This is an optimization exercise on Yosys and OpenROAD, whose aim is small area and a short achievable clock period, not a production implementation.
Function was checked by simulation only, so behaviour that the tests miss may differ from the original.
Power figures rest on the tool's default switching activity, not on a simulated workload.

==> flow/design.v <==
package bus_pkg;
  localparam int AW_DEF = 8;
  localparam int DW_DEF = 8;
  localparam logic BUS_RD = 1'b1;
  localparam logic BUS_WR = 1'b0;
  typedef enum logic [1:0] {
    ST_IDLE  = 2'd0,
    ST_GRANT = 2'd1,
    ST_WAIT  = 2'd2,
    ST_ACK   = 2'd3
  } bus_state_e;
endpackage
module bus_ram #(
  parameter int DW    = 8,
  parameter int NRING = 50,
  parameter int RW    = 6
) (
  input  logic                     clk,
  input  logic                     ins,
  input  logic [RW-1:0]            ins_ring,
  input  logic [DW-1:0]            ins_data,
  input  logic [RW-1:0]            rd_ring,
  input  logic                     rd_pos2,
  output logic [DW-1:0]            rd_data
);
  logic [DW-1:0] pos0 [NRING];
  logic [DW-1:0] pos2 [NRING];
  for (genvar r = 0; r < NRING; r++) begin : g_ring
    logic [4*DW-1:0] ring_q;
    logic            ins_here;
    assign ins_here = ins && (ins_ring == r);
    always_ff @(posedge clk) begin
      ring_q <= {ring_q[3*DW-1:0], ins_here ? ins_data : ring_q[4*DW-1:3*DW]};
    end
    assign pos0[r] = ring_q[DW-1:0];
    assign pos2[r] = ring_q[3*DW-1:2*DW];
  end
  always_comb begin
    rd_data = {DW{1'b0}};
    for (int r = 0; r < NRING; r++) begin
      if (rd_ring == r) begin
        rd_data = rd_data | (rd_pos2 ? pos2[r] : pos0[r]);
      end
    end
  end
endmodule
module bus_responder #(
  parameter int AW    = bus_pkg::AW_DEF,
  parameter int DW    = bus_pkg::DW_DEF,
  parameter int DEPTH = 200,
  parameter int WAIT  = 2
) (
  input  logic          clk,
  input  logic          rst,
  input  logic          mreq,
  output logic          mgrnt,
  input  logic          mas,
  input  logic          mrw,
  input  logic [AW-1:0] maddr,
  input  logic [DW-1:0] mwdata,
  output logic [DW-1:0] mrdata,
  output logic          mrdy,
  output logic          merr
);
  localparam int NRING = DEPTH / 4;
  localparam int RW    = AW - 2;
  logic s_grant, s_w1, s_w2, s_ack;
  logic s_idle;
  logic          rw_r;
  logic [AW-1:0] addr_r;
  logic [DW-1:0] wdata_r;
  logic [1:0]    phase_r;
  logic          wb_valid_r;
  logic [AW-1:0] wb_addr_r;
  logic [DW-1:0] wb_data_r;
  logic [DW-1:0] rd_hold_r;
  logic          mgrnt_r;
  logic          mrdy_r;
  logic          merr_r;
  logic [DW-1:0] mrdata_r;
  logic          strobe_s;
  logic          oor_s;
  logic          wcommit_s;
  logic          drain_s;
  logic [1:0]    rpos_s;
  logic          cap_s;
  logic          fwd_s;
  logic [DW-1:0] ram_rdata_s;
  assign s_idle   = !(s_grant || s_w1 || s_w2 || s_ack);
  assign strobe_s = s_grant && mas;
  assign oor_s    = ({1'b0, addr_r} >= (AW+1)'(DEPTH));
  always_ff @(posedge clk) begin
    if (rst) begin
      s_grant <= 1'b0;
      s_w1    <= 1'b0;
      s_w2    <= 1'b0;
      s_ack   <= 1'b0;
    end else begin
      s_grant <= ((s_idle || s_ack) && mreq) || (s_grant && !mas && mreq);
      s_w1    <= strobe_s;
      s_w2    <= s_w1;
      s_ack   <= s_w2;
    end
  end
  always_ff @(posedge clk) begin
    if (strobe_s) begin
      rw_r    <= mrw;
      addr_r  <= maddr;
      wdata_r <= mwdata;
    end
  end
  always_ff @(posedge clk) begin
    phase_r <= phase_r + 2'd1;
  end
  assign wcommit_s = s_w2 && !rst && (rw_r == bus_pkg::BUS_WR) && !oor_s;
  assign drain_s   = wb_valid_r && ((wb_addr_r[1:0] + phase_r) == 2'd3);
  always_ff @(posedge clk) begin
    wb_valid_r <= wcommit_s || (wb_valid_r && !drain_s);
    if (wcommit_s) begin
      wb_addr_r <= addr_r;
      wb_data_r <= wdata_r;
    end
  end
  assign rpos_s = addr_r[1:0] + phase_r;
  assign cap_s  = (s_w1 || s_w2) && !rpos_s[0];
  assign fwd_s  = wb_valid_r && (wb_addr_r == addr_r);
  bus_ram #(
    .DW    (DW),
    .NRING (NRING),
    .RW    (RW)
  ) u_ram (
    .clk      (clk),
    .ins      (drain_s),
    .ins_ring (wb_addr_r[AW-1:2]),
    .ins_data (wb_data_r),
    .rd_ring  (addr_r[AW-1:2]),
    .rd_pos2  (rpos_s[1]),
    .rd_data  (ram_rdata_s)
  );
  always_ff @(posedge clk) begin
    if (cap_s) begin
      rd_hold_r <= fwd_s ? wb_data_r : ram_rdata_s;
    end
  end
  always_ff @(posedge clk) begin
    if (rst) begin
      mgrnt_r  <= 1'b0;
      mrdy_r   <= 1'b0;
      merr_r   <= 1'b0;
      mrdata_r <= {DW{1'b0}};
    end else begin
      mgrnt_r <= !s_idle;
      mrdy_r  <= s_ack;
      merr_r  <= s_ack && oor_s;
      if (s_ack && rw_r == bus_pkg::BUS_RD) begin
        mrdata_r <= oor_s ? {DW{1'b0}} : rd_hold_r;
      end
    end
  end
  assign mgrnt  = mgrnt_r;
  assign mrdy   = mrdy_r;
  assign merr   = merr_r;
  assign mrdata = mrdata_r;
endmodule
==> flow/run.sh <==
#!/bin/bash
# synth_recipe.tcl (not shown) runs the flow's synth.tcl, then flattens the netlist and writes it again
# the make line also repeats each setting of config.mk as NAME=value (left out here)
make -C /OpenROAD-flow-scripts/flow DESIGN_CONFIG=/design/flow/config.mk WORK_HOME=/design/flow/orfs CLKGATE_MAP_FILE= SYNTH_SCRIPT=/design/flow/synth_recipe.tcl finish
==> flow/config.mk <==
export PLATFORM = sky130hd
export DESIGN_NAME = bus_responder
export DESIGN_NICKNAME = bus_responder
export VERILOG_FILES = /design/flow/design.v
export SDC_FILE = /design/flow/constraint.sdc
export NUM_CORES = 4
export LEC_CHECK = 0
export CAP_MARGIN = 20
export CORE_MARGIN = 2
export CORE_UTILIZATION = 40
export SLEW_MARGIN = 20
==> flow/constraint.sdc <==
create_clock -name core_clock -period 4.0 [get_ports {clk}]
set_input_delay 0.8000 -clock core_clock [delete_from_list [all_inputs] [get_ports {clk}]]
set_output_delay 0.8000 -clock core_clock [all_outputs]
set_load 0.01 [all_outputs]
==> results.json, run 1 <==
{
  "grt_first_pass_wirelength_um": 188000,
  "grt_pass1_vias": 25598,
  "ant_nets": 0,
  "p_leak_nw": 21.9,
  "post-place-ws_ns": -0.0563,
  "synth_ff_type": "dfxtp_1",
  "cp-start-kind": "flop",
  "fp.dieArea_sq_um": 117000,
  "so_faults": "negative setup slack",
  "initial_core_util": 0.405,
  "syn_avg_cell_area_sq_um": 14.3,
  "worst-setup-path-type": "reg -> reg",
  "rows": 123,
  "required_ns": 4.52,
  "synth_cells": 3187,
  "setup_violations": 2,
  "period_minus_slack_ns": 4.08,
  "wl_um": 133000,
  "rsz0062_at_grt": "false",
  "synth_fa_ha_area_frac": 0.000548,
  "synth_seq_area_share": 0.736,
  "hold_buffers": 0,
  "gp_congestion": 0.939,
  "cts-root-buf": "clkbuf_16",
  "fin_util": 0.482,
  "dpl.hpwl_um": 88000,
  "nNetsFinal": 3450,
  "cp_data_arrival_time_ns": 4.61,
  "final_cell_area_sq_um": 54400,
  "die_w_um": 342,
  "clock.fmax_mhz": 245,
  "cts.path.max_buffers": 3,
  "grt_use_met1": 0.319,
  "seq_area_sq_um": 33600,
  "routed_via_density": 5.10,
  "end_kind": "flop",
  "postSynth.asyncResetShare": 0,
  "cts_tree": "yes",
  "synth_common_cells": "dfxtp_1, mux2_2, mux2i_1, nand2_1, o22ai_1",
  "core_sq_um": 113000,
  "hold_path_class": "reg -> reg",
  "grt_max_degree": 52,
  "use_met2": 0.330,
  "ir_worst_vdd_uv": 377,
  "grt_overflow": 0,
  "grtUsageTotal": 0.225,
  "synth_seq_cells": 1659,
  "route.detailed.drc": 0,
  "p_per_area_nw_per_um2": 594,
  "area_growth_pct": 19.2,
  "busiest_layer": "met2",
  "cts_resized": 2,
  "status": "complete, but fails checks",
  "cts_max_level": 4,
  "synth_area_leaders": "dfxtp_1, mux2_2, mux2i_1, edfxtp_1, o22ai_1",
  "yosysUniqueCellTypes": 64,
  "fin_hold_ws_ns": 0.299,
  "cts_setup_buffers": 0,
  "min_period_over_period": 1.02,
  "first_iter_violations": 2427,
  "detail_route.wl_per_cell_um": 26.2,
  "timing.final.ws_setup_ns": -0.0841,
  "drive_gt1_frac": 0.250,
  "slew_headroom": 0.252,
  "io_buffers": 31,
  "clk_pin_slew_worst_paths_ns": 0.06,
  "skew_ns": 0.0439,
  "num_io_pins": 32,
  "dpl.cell_count": 4766,
  "vias": 25789,
  "place_area_sq_um": 48800,
  "finalHoldViolations": 0,
  "yosys.area.top_type": "dfxtp_1",
  "synth.most_common_cell": "dfxtp_1",
  "fillers": 9699,
  "path_max_fanout": 25,
  "synth_top_family_by_area": "multiplexers",
  "synth_compound_area_frac": 0.0414,
  "synth_mux_area_frac": 0.160,
  "maxCapViolations": 0,
  "synth.cell_area_sq_um": 45700,
  "synth_top_area_share": 0.709,
  "clk_latency_ns": 0.77,
  "final_cells": 5058,
  "cts_sinks": 1659,
  "synthSimpleGateAreaFrac": 0.0444,
  "grt_use_met3": 0.0514,
  "yosysWarnings": 4,
  "synth-edff-count": 41,
  "finalMaxSlewViolations": 0,
  "syn-num-nets": 3210,
  "dieHeight_um": 342,
  "synth_xor_area_frac": 0.00312,
  "worstMarginPinSlew_ns": 1.11,
  "grt_antenna_before_repair": 5,
  "multi_input_area_sq_um": 11500,
  "drt_pass1_iterations": 6,
  "numCtsBuffers": 159
}
[final cells by class]
cell class | count | area share
inverters | 8 | 0.000552
diodes | 1 | 0.0000460
flip-flops and latches | 1659 | 0.618
multi-input cells | 1383 | 0.211
repair buffers | 216 | 0.0339
clock inverters | 61 | 0.0133
well taps | 1500 | 0.0345
clock buffers | 230 | 0.0886
[layer usage]
layer / wire length, um / part of all wire
met4: 5270 / 0.040
met1: 61300 / 0.46
met3: 9750 / 0.074
met2: 56300 / 0.42
met5: 0 / 0
[registers in the layout (all words and copies together) (netlist names), 2 cells and up]
| signal | cells |
|---|---|
| u_ram.g_ring.ring_q | 1600 |
| wb_addr_r | 8 |
| mrdata_r | 8 |
| wdata_r | 8 |
| addr_r | 8 |
| phase_r | 2 |
| wb_data_r | 8 |
| rd_hold_r | 8 |
[cells in the final DEF (no fill, tap or decap), types with 8 or more instances in the layout]
| cell | Yosys | final |
|---|---|---|
| a21oi_1 | 61 | 61 |
| a221oi_1 | 17 | 17 |
| a22oi_1 | 13 | 13 |
| a32oi_1 | 10 | 10 |
| and2_1 | 16 | 16 |
| buf_12 | 0 | 11 |
| buf_4 | 2 | 173 |
| bufinv_16 | 0 | 8 |
| clkbuf_1 | 76 | 17 |
| clkbuf_16 | 0 | 162 |
| clkbuf_8 | 0 | 51 |
| clkdlybuf4s50_1 | 0 | 31 |
| clkinv_2 | 0 | 29 |
| dfxtp_1 | 1618 | 1618 |
| edfxtp_1 | 41 | 41 |
| inv_1 | 8 | 8 |
| mux2_2 | 401 | 401 |
| mux2i_1 | 281 | 281 |
| nand2_1 | 192 | 192 |
| nand3_1 | 39 | 39 |
| nand4_1 | 14 | 14 |
| nor2_1 | 21 | 18 |
| nor3_1 | 13 | 12 |
| nor4_1 | 46 | 44 |
| o22ai_1 | 140 | 140 |
| or4_1 | 8 | 8 |
| xnor2_1 | 10 | 10 |
[power breakdown]
group          internal (W)  switching, W  leakage [nW]
Sequential           0.0166     0.0000112          13.4
Clock               0.00898       0.00649          2.74
Combinational     0.0000933      0.000141          5.72
[worst max-delay path: stages, from the launching register on]
cell and delay, ns:
edfxtp_1 0.43, ha_1 0.25, xnor3_4 0.45, buf_12 0.28, buf_4 0.36, mux2i_1 0.27, o22ai_1 0.19, nor4_1 0.89
nand4_1 0.41, o22a_1 0.26
[stage by stage]
stage          TNS, ns  power [W]
2_1_floorplan        0     0.0171
3_3_place_gp   -0.0199     0.0172
3_5_place_dp   -0.0563     0.0172
4_1_cts              0     0.0325
5_1_grt              0     0.0332
6_report        -0.103     0.0323
[final timing paths]
| path | cells past startpoint | startpoint | slack, ns | endpoint |
|---|---|---|---|---|
| max | 9 | addr_r[0] | -0.08 | rd_hold_r[3] |
| min | 0 | u_ram.g_ring[9].ring_q[8] | 0.30 | u_ram.g_ring[9].ring_q[16] |
| min reg2reg | 0 | u_ram.g_ring[9].ring_q[8] | 0.30 | u_ram.g_ring[9].ring_q[16] |
| max reg2reg | 9 | addr_r[0] | -0.08 | rd_hold_r[3] |
[logic make-up after synthesis]
logic type | Yosys count
AOI/OAI and AO/OA | 285
xor gates and xnor gates | 13
adders and majority gates | 2
buffers and inverters | 145
DFF | 1659
muxes | 682
and+or+nand+nor | 401
==> run 2: changes to the inputs <==
--- a/flow/design.v
+++ b/flow/design.v
@@ -15,32 +15,34 @@
   parameter int NRING = 50,
   parameter int RW    = 6
 ) (
-  input  logic                     clk,
-  input  logic                     ins,
-  input  logic [RW-1:0]            ins_ring,
-  input  logic [DW-1:0]            ins_data,
-  input  logic [RW-1:0]            rd_ring,
-  input  logic                     rd_pos2,
-  output logic [DW-1:0]            rd_data
+  input  logic          clk,
+  input  logic          ins,
+  input  logic [RW-1:0] ins_ring,
+  input  logic [DW-1:0] ins_data,
+  input  logic [RW-1:0] rd_ring,
+  input  logic          rd_pos2,
+  output logic [DW-1:0] rd_data
 );
   logic [DW-1:0] pos0 [NRING];
   logic [DW-1:0] pos2 [NRING];
+  logic          sel0 [NRING];
+  logic          sel2 [NRING];
   for (genvar r = 0; r < NRING; r++) begin : g_ring
     logic [4*DW-1:0] ring_q;
     logic            ins_here;
-    assign ins_here = ins && (ins_ring == r);
+    assign ins_here = ins && (ins_ring == RW'(r));
     always_ff @(posedge clk) begin
       ring_q <= {ring_q[3*DW-1:0], ins_here ? ins_data : ring_q[4*DW-1:3*DW]};
     end
     assign pos0[r] = ring_q[DW-1:0];
     assign pos2[r] = ring_q[3*DW-1:2*DW];
+    assign sel0[r] = (rd_ring == RW'(r)) && !rd_pos2;
+    assign sel2[r] = (rd_ring == RW'(r)) && rd_pos2;
   end
   always_comb begin
     rd_data = {DW{1'b0}};
     for (int r = 0; r < NRING; r++) begin
-      if (rd_ring == r) begin
-        rd_data = rd_data | (rd_pos2 ? pos2[r] : pos0[r]);
-      end
+      rd_data = rd_data | ({DW{sel0[r]}} & pos0[r]) | ({DW{sel2[r]}} & pos2[r]);
     end
   end
 endmodule
@@ -74,6 +76,9 @@
   logic [AW-1:0] wb_addr_r;
   logic [DW-1:0] wb_data_r;
   logic [DW-1:0] rd_hold_r;
+  logic          drain_r;
+  logic          cap_r;
+  logic          rpos2_r;
   logic          mgrnt_r;
   logic          mrdy_r;
   logic          merr_r;
@@ -81,9 +86,10 @@
   logic          strobe_s;
   logic          oor_s;
   logic          wcommit_s;
-  logic          drain_s;
+  logic          wb_valid_s;
+  logic [1:0]    wb_slot_s;
   logic [1:0]    rpos_s;
-  logic          cap_s;
+  logic [AW-1:0] addr_s;
   logic          fwd_s;
   logic [DW-1:0] ram_rdata_s;
   assign s_idle   = !(s_grant || s_w1 || s_w2 || s_ack);
@@ -112,33 +118,39 @@
   always_ff @(posedge clk) begin
     phase_r <= phase_r + 2'd1;
   end
-  assign wcommit_s = s_w2 && !rst && (rw_r == bus_pkg::BUS_WR) && !oor_s;
-  assign drain_s   = wb_valid_r && ((wb_addr_r[1:0] + phase_r) == 2'd3);
+  assign wcommit_s  = s_w2 && !rst && (rw_r == bus_pkg::BUS_WR) && !oor_s;
+  assign wb_valid_s = wcommit_s || (wb_valid_r && !drain_r);
+  assign wb_slot_s  = wcommit_s ? addr_r[1:0] : wb_addr_r[1:0];
   always_ff @(posedge clk) begin
-    wb_valid_r <= wcommit_s || (wb_valid_r && !drain_s);
+    wb_valid_r <= wb_valid_s;
+    drain_r    <= wb_valid_s && ((wb_slot_s + phase_r) == 2'd2);
     if (wcommit_s) begin
       wb_addr_r <= addr_r;
       wb_data_r <= wdata_r;
     end
   end
-  assign rpos_s = addr_r[1:0] + phase_r;
-  assign cap_s  = (s_w1 || s_w2) && !rpos_s[0];
+  assign addr_s = strobe_s ? maddr : addr_r;
+  assign rpos_s = addr_s[1:0] + phase_r + 2'd1;
   assign fwd_s  = wb_valid_r && (wb_addr_r == addr_r);
+  always_ff @(posedge clk) begin
+    cap_r   <= (strobe_s || s_w1) && !rpos_s[0];
+    rpos2_r <= rpos_s[1];
+  end
   bus_ram #(
     .DW    (DW),
     .NRING (NRING),
     .RW    (RW)
   ) u_ram (
     .clk      (clk),
-    .ins      (drain_s),
+    .ins      (drain_r),
     .ins_ring (wb_addr_r[AW-1:2]),
     .ins_data (wb_data_r),
     .rd_ring  (addr_r[AW-1:2]),
-    .rd_pos2  (rpos_s[1]),
+    .rd_pos2  (rpos2_r),
     .rd_data  (ram_rdata_s)
   );
   always_ff @(posedge clk) begin
-    if (cap_s) begin
+    if (cap_r) begin
       rd_hold_r <= fwd_s ? wb_data_r : ram_rdata_s;
     end
   end
--- a/flow/config.mk
+++ b/flow/config.mk
@@ -5,7 +5,9 @@
 export SDC_FILE = /design/flow/constraint.sdc
 export NUM_CORES = 4
 export LEC_CHECK = 0
+export ABC_CLOCK_PERIOD_IN_PS = 2500
 export CAP_MARGIN = 20
 export CORE_MARGIN = 2
-export CORE_UTILIZATION = 40
+export CORE_UTILIZATION = 60
+export SETUP_SLACK_MARGIN = 1.5
 export SLEW_MARGIN = 20
==> run 2 against run 1 <==
The run now finishes clean. Worst hold slack gained 0.013 ns. Sequential cell count grew 3. Register-to-register slack better by 1.1 ns. Fmax increased by 37%. Clock power fell by 3%. Die area down 33%. Clock-buffer cell count decreased by 6. Power up 0.55%. Non-clock buffer count rose by 49. First-iteration DRC count is 71% higher. Global-route usage is 19 points higher. Largest power group unchanged. Highest routed layer is now met5.
==> results.json, run 2 <==
{
  "grt_max_degree": 52,
  "rsz0062_at_grt": "true",
  "fin_util": 0.728,
  "required_ns": 4.49,
  "min_period_over_period": 0.745,
  "cts_sinks": 1662,
  "crit_family": "simple AND/OR/NAND/NOR gates",
  "vias": 29489,
  "cts_max_level": 4,
  "clock.fmax_mhz": 335,
  "synth_area_leaders": "dfxtp_1, mux2_2, a22oi_1, edfxtp_1, nand3_1",
  "final_common_cell": "dfxtp_1",
  "ant_nets": 0,
  "finalMaxSlewViolations": 0,
  "detail_route.wl_per_cell_um": 36.0,
  "synth_cells": 3224,
  "p_per_area_nw_per_um2": 597,
  "clk_latency_ns": 0.78,
  "dpl.cell_count": 4178,
  "post-place-ws_ns": 0.506,
  "die_w_um": 279,
  "grt_overflow": 0,
  "core_sq_um": 74700,
  "status": "timing/DRC/antenna clean",
  "gp_congestion": 0.989,
  "regMostFlops": "u_ram.g_ring.ring_q",
  "ir_worst_vdd_uv": 462,
  "synth_seq_area_share": 0.741,
  "rows": 100,
  "cts_tree": "yes",
  "synth.most_common_cell": "dfxtp_1",
  "timing.final.ws_setup_ns": 1.02,
  "first_iter_violations": 4157,
  "cpMostUsedCell": "buf_4",
  "wl_um": 164000,
  "yosysWarnings": 6,
  "maxCapViolations": 0,
  "syn-num-nets": 3247,
  "final_cells": 4547,
  "synth-edff-count": 39,
  "drt_pass1_iterations": 8,
  "cp-start-kind": "flop",
  "cts-root-buf": "clkbuf_16",
  "yosysUniqueCellTypes": 70,
  "period_minus_slack_ns": 2.98,
  "slew_headroom": 0.182,
  "worst-path-buf-inv": 2,
  "synth_top_area_share": 0.715,
  "hold_buffers": 0,
  "finalHoldViolations": 0,
  "end_kind": "flop",
  "num_io_pins": 32,
  "grtUsageTotal": 0.415,
  "worst-setup-path-type": "reg -> reg",
  "rrSetupSlack_ns": 1.02,
  "path_cells": "buf_4 -> buf_4 -> or3b_4 -> nor2_1 -> a32oi_1 -> o211ai_1 -> or4_4 -> nor3_2 -> a21oi_1",
  "initial_core_util": 0.609,
  "postSynth.asyncResetShare": 0,
  "path_max_fanout": 12,
  "skew_ns": 0.0363,
  "layout_common_cells": "dfxtp_1, mux2_2, buf_4",
  "nNetsFinal": 3478,
  "critPathMaxStageDelay_ns": 0.62,
  "route.detailed.drc": 0,
  "synth_ff_type": "dfxtp_1",
  "fillers": 4935,
  "fin_hold_ws_ns": 0.313,
  "worstMarginPinSlew_ns": 1.22,
  "cts.path.max_buffers": 3,
  "numCtsBuffers": 155,
  "synth_seq_cells": 1662,
  "grt_pass1_vias": 28924,
  "syn_avg_cell_area_sq_um": 14.1,
  "dpl.hpwl_um": 103000,
  "fp.dieArea_sq_um": 78000,
  "hold_path_class": "reg -> reg",
  "clk_pin_slew_worst_paths_ns": 0.07,
  "synth.cell_area_sq_um": 45500,
  "grt_antenna_before_repair": 5,
  "area_growth_pct": 19.7,
  "cp_slowest_cell": "or4_4",
  "routed_via_density": 6.49,
  "synth_common_cells": "dfxtp_1, mux2_2, a22oi_1, nand3_1, clkbuf_1",
  "yosys.area.top_type": "dfxtp_1",
  "drive_gt1_frac": 0.292,
  "largest_reg_flops": 1600,
  "io_buffers": 31,
  "finalSetupTns_ns": 0,
  "setup_violations": 0,
  "grt_first_pass_wirelength_um": 224000,
  "dieHeight_um": 279,
  "p_leak_nw": 21.5,
  "cp_data_arrival_time_ns": 3.47
}
[run 2: power by group]
group	internal, W	leakage (nW)	switching (W)
registers	0.0167	13.4	0.0000610
logic	0.000187	5.49	0.000428
clock network	0.00868	2.63	0.00647
[run 2: path summary, 6_finish.rpt]
path         cells after the start                       start                           to
max                              9                   addr_r[7]                 rd_hold_r[1]
min                              0  u_ram.g_ring[31].ring_q[9]  u_ram.g_ring[31].ring_q[17]
max reg2reg                      9                   addr_r[7]                 rd_hold_r[1]
min reg2reg                      0  u_ram.g_ring[31].ring_q[9]  u_ram.g_ring[31].ring_q[17]
[run 2: cells by family after synthesis]
| group | Yosys count | synth area share |
|---|---|---|
| xor+xnor | 13 | 0.00250 |
| fa+ha+maj | 2 | 0.000550 |
| buf+inv | 202 | 0.0202 |
| compound gates | 440 | 0.0722 |
| simple gates | 472 | 0.0571 |
| mux | 433 | 0.107 |
| flops | 1662 | 0.741 |
[run 2: worst reg2reg max path, delay by kind of cell, from the launching register on]
family / cells / cell delay [ns]
DFF: 1 / 0.38
buffers and inverters: 2 / 0.43
AOI/OAI and AO/OA: 3 / 0.67
and+or+nand+nor: 4 / 1.26
[run 2: final cells by class]
cell class / instances / area (sq um) / share of cell area
diodes: 2 / 5.00 / 0.0000920
clock buffers: 224 / 4650 / 0.0854
clock inverters: 54 / 701 / 0.0129
inverters: 8 / 33.8 / 0.000621
multi-input cells: 1363 / 11600 / 0.214
flip-flops and latches: 1662 / 33700 / 0.619
well taps: 969 / 1210 / 0.0223
repair buffers: 265 / 2520 / 0.0463
[run 2: routing by layer]
| layer | track usage | vias to the layer above | share of wire |
|---|---|---|---|
| met5 | 0 | - | 0.00034 |
| met4 | 0.267 | 8 | 0.077 |
| met3 | 0.121 | 577 | 0.11 |
| met2 | 0.603 | 2069 | 0.42 |
| met1 | 0.543 | 14791 | 0.39 |
| li1 | - | 12044 | - |
[run 2: repair_timing]
item | in CTS | in global routing
buffers inserted | 65 | 15
setup endpoints to repair | 89 | 82
resized for setup | 109 | 55
gates cloned | 8 | 1
pin swaps | 24 | 21
[run 2: per-stage QoR]
step / total power (W) / area [sq um]
5_1_grt: 0.0331 / 54400
3_3_place_gp: 0.0176 / 47500
6_report: 0.0325 / 54400
2_1_floorplan: 0.0173 / 45500
3_5_place_dp: 0.0176 / 47500
4_1_cts: 0.0324 / 54000
==> run 3: changes to the inputs <==
==> flow/config.mk (replaced) <==
export PLATFORM = sky130hd
export DESIGN_NAME = bus_responder
export DESIGN_NICKNAME = bus_responder
export VERILOG_FILES = /design/flow/design.v
export SDC_FILE = /design/flow/constraint.sdc
export NUM_CORES = 4
export LEC_CHECK = 0
export CAP_MARGIN = 20
export CORE_MARGIN = 2
export CORE_UTILIZATION = 65
export SLEW_MARGIN = 20
==> run 3 against run 2 <==
Critical path depth fell by 1. Synthesized cell count did not move. Fmax shrank 19%. Power down 1.4%. Core utilization increased by 3.5 points. Sequential cell count is the same. Worst hold slack got worse by 0.0022 ns. Sequential share of layout area increased by 2.1 points. Worst setup slack worse by 0.72 ns. Die area decreased by 7.6%. Clock-buffer cell count shrank 17. Design area is 3.3% lower. Largest cell class unchanged. Largest power group unchanged.
==> results.json, run 3 <==
{
  "worstMarginPinSlew_ns": 1.31,
  "first_iter_violations": 4564,
  "finalMaxSlewViolations": 0,
  "numCtsBuffers": 151,
  "path_max_fanout": 21,
  "route.detailed.drc": 0,
  "dpl.hpwl_um": 106000,
  "ir_worst_vdd_uv": 568,
  "area_growth_pct": 15.8,
  "routed_via_density": 6.65,
  "end_kind": "flop",
  "synth-edff-count": 39,
  "slew_headroom": 0.125,
  "hold_buffers": 0,
  "yosysWarnings": 6,
  "synth_ff_type": "dfxtp_1",
  "clk_latency_ns": 0.77,
  "skew_ns": 0.0381,
  "maxCapViolations": 0,
  "cts_setup_buffers": 0,
  "synth.most_common_cell": "dfxtp_1",
  "period_minus_slack_ns": 3.70,
  "setup_violations": 0,
  "postSynth.asyncResetShare": 0,
  "grt_overflow": 0,
  "drt_pass1_iterations": 9,
  "synth_cells": 3224,
  "dieHeight_um": 268,
  "final_cell_area_sq_um": 52600,
  "finalHoldViolations": 0,
  "initial_core_util": 0.659,
  "die_w_um": 268,
  "detail_route.wl_per_cell_um": 36.2,
  "p_per_area_nw_per_um2": 608,
  "synth_area_leaders": "dfxtp_1, mux2_2, a22oi_1, edfxtp_1, nand3_1",
  "final_common_cell": "dfxtp_1",
  "cts_max_level": 4,
  "ant_nets": 0,
  "cts_sinks": 1662,
  "vias": 29300,
  "grt_antenna_before_repair": 10,
  "gp_congestion": 1.10,
  "core_sq_um": 68900,
  "p_leak_nw": 20.7,
  "grt_max_degree": 52,
  "layout_common_cells": "dfxtp_1, mux2_2, a22oi_1",
  "io_buffers": 31,
  "grt_pass1_vias": 28713,
  "yosysUniqueCellTypes": 70,
  "clk_pin_slew_worst_paths_ns": 0.06,
  "drive_gt1_frac": 0.247,
  "status": "timing/DRC/antenna clean",
  "synth_top_area_share": 0.715,
  "rsz0062_at_grt": "false",
  "synth_seq_cells": 1662,
  "grt_first_pass_wirelength_um": 219000,
  "place_area_sq_um": 47400,
  "worst-setup-path-type": "reg -> reg",
  "cp_data_arrival_time_ns": 4.17,
  "syn_avg_cell_area_sq_um": 14.1,
  "fillers": 4266,
  "num_io_pins": 32,
  "synth_common_cells": "dfxtp_1, mux2_2, a22oi_1, nand3_1, clkbuf_1",
  "synth_seq_area_share": 0.741,
  "cts-root-buf": "clkbuf_16",
  "syn-num-nets": 3247,
  "clock.fmax_mhz": 270,
  "rows": 96,
  "nNetsFinal": 3375,
  "cts_resized": 0,
  "grtUsageTotal": 0.443,
  "yosys.area.top_type": "dfxtp_1",
  "wl_um": 160000,
  "fp.dieArea_sq_um": 72100,
  "synth.cell_area_sq_um": 45500,
  "cts.path.max_buffers": 3,
  "cts_tree": "yes",
  "hold_path_class": "reg -> reg",
  "largest_reg_flops": 1600,
  "required_ns": 4.47,
  "finalSetupTns_ns": 0,
  "cp-start-kind": "flop",
  "min_period_over_period": 0.925,
  "regMostFlops": "u_ram.g_ring.ring_q"
}
==> run 3: final timing paths <==
kind / from / endpoint / slack (ns) / depth (start not counted)
setup / recovery: addr_r[4] / rd_hold_r[7] / 0.30 / 8
hold / removal: u_ram.g_ring[24].ring_q[10] / u_ram.g_ring[24].ring_q[18] / 0.31 / 0
setup reg to reg: addr_r[4] / rd_hold_r[7] / 0.30 / 8
hold reg to reg: u_ram.g_ring[24].ring_q[10] / u_ram.g_ring[24].ring_q[18] / 0.31 / 0
==> run 3: per-stage QoR <==
step	power, W	utilization	setup slack (ns)	instances	hold WS, ns
2_1_floorplan	0.0173	-	1.24	3224	0.310
3_3_place_gp	0.0175	0.687	0.587	4124	0.310
3_5_place_dp	0.0175	0.687	0.533	4125	0.312
4_1_cts	0.0320	0.762	0.488	4402	0.308
5_1_grt	0.0326	0.763	0.347	4407	0.317
6_report	0.0320	0.763	0.300	4409	0.310
==> run 3: power by group <==
| group | total (W) | switching, W | internal (W) |
|---|---|---|---|
| clock network | 0.0148 | 0.00644 | 0.00837 |
| registers | 0.0167 | 0.0000763 | 0.0167 |
| logic | 0.000479 | 0.000345 | 0.000134 |
==> run 3: cells by family (layout without fill, tap and decap cells) <==
| kind of cell | Yosys count | after routing | share of synthesized area |
|---|---|---|---|
| other cells | 0 | 2 | 0 |
| compound gates | 440 | 440 | 0.0722 |
| simple gates | 472 | 472 | 0.0571 |
| buf+inv | 202 | 454 | 0.0202 |
| flops | 1662 | 1662 | 0.741 |
| mux | 433 | 433 | 0.107 |
| fa+ha+maj | 2 | 2 | 0.000550 |
| xor+xnor | 13 | 13 | 0.00250 |
==> run 3: layout make-up <==
| class | instances | area, sq um | share of cell area |
|---|---|---|---|
| clock buffers | 207 | 4290 | 0.0816 |
| well taps | 931 | 1160 | 0.0221 |
| clock inverters | 70 | 886 | 0.0168 |
| multi-input cells | 1360 | 11100 | 0.210 |
| repair buffers | 169 | 1530 | 0.0290 |
| inverters | 8 | 30.0 | 0.000571 |
| diodes | 2 | 5.00 | 0.0000951 |
| flip-flops and latches | 1662 | 33700 | 0.640 |
==> run 3: critical path: stages (launching register included) <==
cell and delay, ns:
edfxtp_1 0.90, and4b_2 0.56, buf_4 0.27, a22oi_1 0.23
o22ai_1 0.14, nor4_1 0.59, nand4_1 0.17, nor4_1 0.42
a21oi_1 0.13
==> run 3: layer usage <==
| metal | track usage | wire [um] | part of all wire |
|---|---|---|---|
| met1 | 0.557 | 58500 | 0.37 |
| met2 | 0.632 | 65600 | 0.41 |
| met3 | 0.151 | 20700 | 0.13 |
| met4 | 0.328 | 14500 | 0.091 |
| met5 | 0.0196 | 271 | 0.0017 |
==> run 4: changes to the inputs <==
--- a/flow/config.mk
+++ b/flow/config.mk
@@ -7,5 +7,5 @@
 export LEC_CHECK = 0
 export CAP_MARGIN = 20
 export CORE_MARGIN = 2
-export CORE_UTILIZATION = 65
+export CORE_UTILIZATION = 40
 export SLEW_MARGIN = 20
==> run 4 against run 3 <==
Still clean on timing, DRC and antenna. Global-route usage fell by 18 points. Design area up 1.8%. Clock skew fell by 0.0063 ns. Core utilization shrank 29 points. Non-clock buffer count is 4 higher. Critical path depth grew 1. Wire length shrank 1.3%. Synthesized cell count unchanged. First-iteration DRC count fell by 19%. Critical path type unchanged. Critical endpoint is now rd_hold_r[1].
==> results.json, run 4 <==
{
  "critPathMaxStageDelay_ns": 0.87,
  "dieHeight_um": 341,
  "largest_reg_flops": 1600,
  "fillers": 9881,
  "worst-setup-path-type": "reg -> reg",
  "cts_tree": "yes",
  "path_cells": "buf_4 -> buf_4 -> or4b_2 -> nor2_1 -> a32o_1 -> a2111oi_1 -> nand3_1 -> nor3_1 -> a21oi_1",
  "finalMaxSlewViolations": 0,
  "slew_headroom": 0.194,
  "cpMostUsedCell": "buf_4",
  "rrSetupSlack_ns": 0.14,
  "cp-start-kind": "flop",
  "synth.most_common_cell": "dfxtp_1",
  "synth_seq_area_share": 0.741,
  "finalSetupTns_ns": 0,
  "synthSimpleGateAreaFrac": 0.0571,
  "clk_latency_ns": 0.78,
  "cts_sinks": 1662,
  "period_minus_slack_ns": 3.86,
  "synth_top_family_by_area": "multiplexers",
  "yosysUniqueCellTypes": 70,
  "cp_slowest_cell": "a2111oi_1",
  "grt_overflow": 0,
  "first_iter_violations": 3716,
  "cts_max_level": 4,
  "skew_ns": 0.0318,
  "rows": 123,
  "synth_fa_ha_area_frac": 0.000551,
  "clock.fmax_mhz": 259,
  "maxCapViolations": 0,
  "required_ns": 4.50,
  "postSynth.asyncResetShare": 0,
  "die_w_um": 341,
  "core_sq_um": 113000,
  "synth_top_area_share": 0.715,
  "num_io_pins": 32,
  "layout_common_cells": "dfxtp_1, mux2_2, a22oi_1",
  "setup_violations": 0,
  "cts.path.max_buffers": 3,
  "gp_congestion": 0.967,
  "p_per_area_nw_per_um2": 610,
  "routed_via_density": 5.59,
  "synth_ff_type": "dfxtp_1",
  "worstMarginPinSlew_ns": 1.21,
  "yosysWarnings": 6,
  "synth_cells": 3224,
  "route.detailed.drc": 0,
  "numCtsBuffers": 155,
  "synth_mux_area_frac": 0.107,
  "grt_max_degree": 52,
  "min_period_over_period": 0.965,
  "grt_antenna_before_repair": 2,
  "grt_pass1_vias": 26800,
  "area_growth_pct": 17.9,
  "nNetsFinal": 3383,
  "final_common_cell": "dfxtp_1",
  "final_cell_area_sq_um": 53600,
  "ant_nets": 0,
  "hold_buffers": 0,
  "finalHoldViolations": 0,
  "cts_resized": 0,
  "end_kind": "flop",
  "cp_data_arrival_time_ns": 4.36,
  "n_antenna_cell": 0,
  "rsz0062_at_grt": "false",
  "post-place-ws_ns": 0.406,
  "grtUsageTotal": 0.265,
  "grt_first_pass_wirelength_um": 215000,
  "status": "timing/DRC/antenna clean",
  "final_cells": 4988,
  "cts-root-buf": "clkbuf_16",
  "timing.final.ws_setup_ns": 0.142,
  "synth_compound_area_frac": 0.0722,
  "wl_um": 158000,
  "drive_gt1_frac": 0.247,
  "synth.cell_area_sq_um": 45500,
  "yosys.area.top_type": "dfxtp_1",
  "drt_pass1_iterations": 9,
  "regMostFlops": "u_ram.g_ring.ring_q",
  "hold_depth": 0,
  "io_buffers": 31,
  "syn-num-nets": 3247,
  "dpl.hpwl_um": 105000,
  "synth-edff-count": 39,
  "cts_setup_buffers": 0,
  "synth_seq_cells": 1662,
  "synth_area_leaders": "dfxtp_1, mux2_2, a22oi_1, edfxtp_1, nand3_1",
  "clk_pin_slew_worst_paths_ns": 0.07,
  "syn_avg_cell_area_sq_um": 14.1,
  "fp.dieArea_sq_um": 116000,
  "ir_worst_vdd_uv": 446,
  "synth_common_cells": "dfxtp_1, mux2_2, a22oi_1, nand3_1, clkbuf_1",
  "detail_route.wl_per_cell_um": 31.6,
  "hold_path_class": "reg -> reg",
  "p_leak_nw": 20.9,
  "fin_hold_ws_ns": 0.303,
  "dpl.cell_count": 4703,
  "synth_xor_area_frac": 0.00250,
  "place_area_sq_um": 48100,
  "vias": 27894,
  "path_max_fanout": 14,
  "ff2ff_path_depth": 9,
  "initial_core_util": 0.404
}
-- run 4: cells by family after synthesis --
group / count (synthesis)
AOI/OAI and AO/OA: 440
xor gates and xnor gates: 13
adders and majority gates: 2
DFF: 1662
and+or+nand+nor: 472
buffers and inverters: 202
muxes: 433
-- run 4: stage by stage --
step	utilization	power [W]
after floorplan	-	0.0173
after global placement	0.427	0.0176
after detailed placement	0.427	0.0176
after CTS	0.476	0.0327
after global routing	0.476	0.0334
final	0.476	0.0327
-- run 4: layout make-up --
type	count	area, sq um	share of cell area
sequential	1662	33700	0.628
multi-input combinational	1360	11000	0.206
clock inverter	52	703	0.0131
clock buffer	233	4730	0.0883
tap	1500	1880	0.0350
timing repair buffer	173	1540	0.0287
inverter	8	30.0	0.000560
-- run 4: layer usage --
metal  part of all wire  vias up  track usage
met5                  0        -            0
met4              0.068        0        0.162
met3              0.092      389       0.0592
met2               0.42     1707        0.391
met1               0.42    13920        0.356
li1                   -    11878            -
-- run 4: path summary, 6_finish.rpt --
kind | from | end
setup / recovery | addr_r[2] | rd_hold_r[1]
hold / removal | u_ram.g_ring[16].ring_q[10] | u_ram.g_ring[16].ring_q[18]
setup reg to reg | addr_r[2] | rd_hold_r[1]
hold reg to reg | u_ram.g_ring[16].ring_q[10] | u_ram.g_ring[16].ring_q[18]
-- run 4: critical path: cells and delay by family, from the launching register on --
kind | cells | cell delay, ns
AOI/OAI and AO/OA | 3 | 1.26
and+or+nand+nor | 4 | 1.07
DFF | 1 | 0.74
buffers and inverters | 2 | 0.50
-- run 4: report_power, final --
group	internal [W]	switching (W)
combinational	0.000132	0.000366
clock	0.00902	0.00645
sequential	0.0167	0.0000565
total	0.0258	0.00688

separate check: timing with driven ports:
In the flow no input, the clock included, has a driving cell. The finished layouts below were timed again as built, in two steps.
Step 1 sets driving cells, clkbuf_16 on the clock port and buf_2 on the other inputs (assumed; they add their load-dependent delay and slew).
Step 2 moves the port delays by t, midway between the first and last clock arrival at a register: inputs arrive t later, outputs are due t later. That takes back most of the time a late clock gives input paths.
Three values: ideal, step 1, step 2; two values: the first two.
run | t (ns) | setup slack, ns | worst setup path after step 2
run 1 | 0.827 | -0.084 / -0.084 / -0.084 | register to register
run 2 | 0.829 | 1.019 / 1.019 / 1.019 | register to register
run 3 | 0.829 | 0.300 / 0.300 / 0.300 | register to register
run 4 | 0.830 | 0.142 / 0.142 / 0.142 | register to register
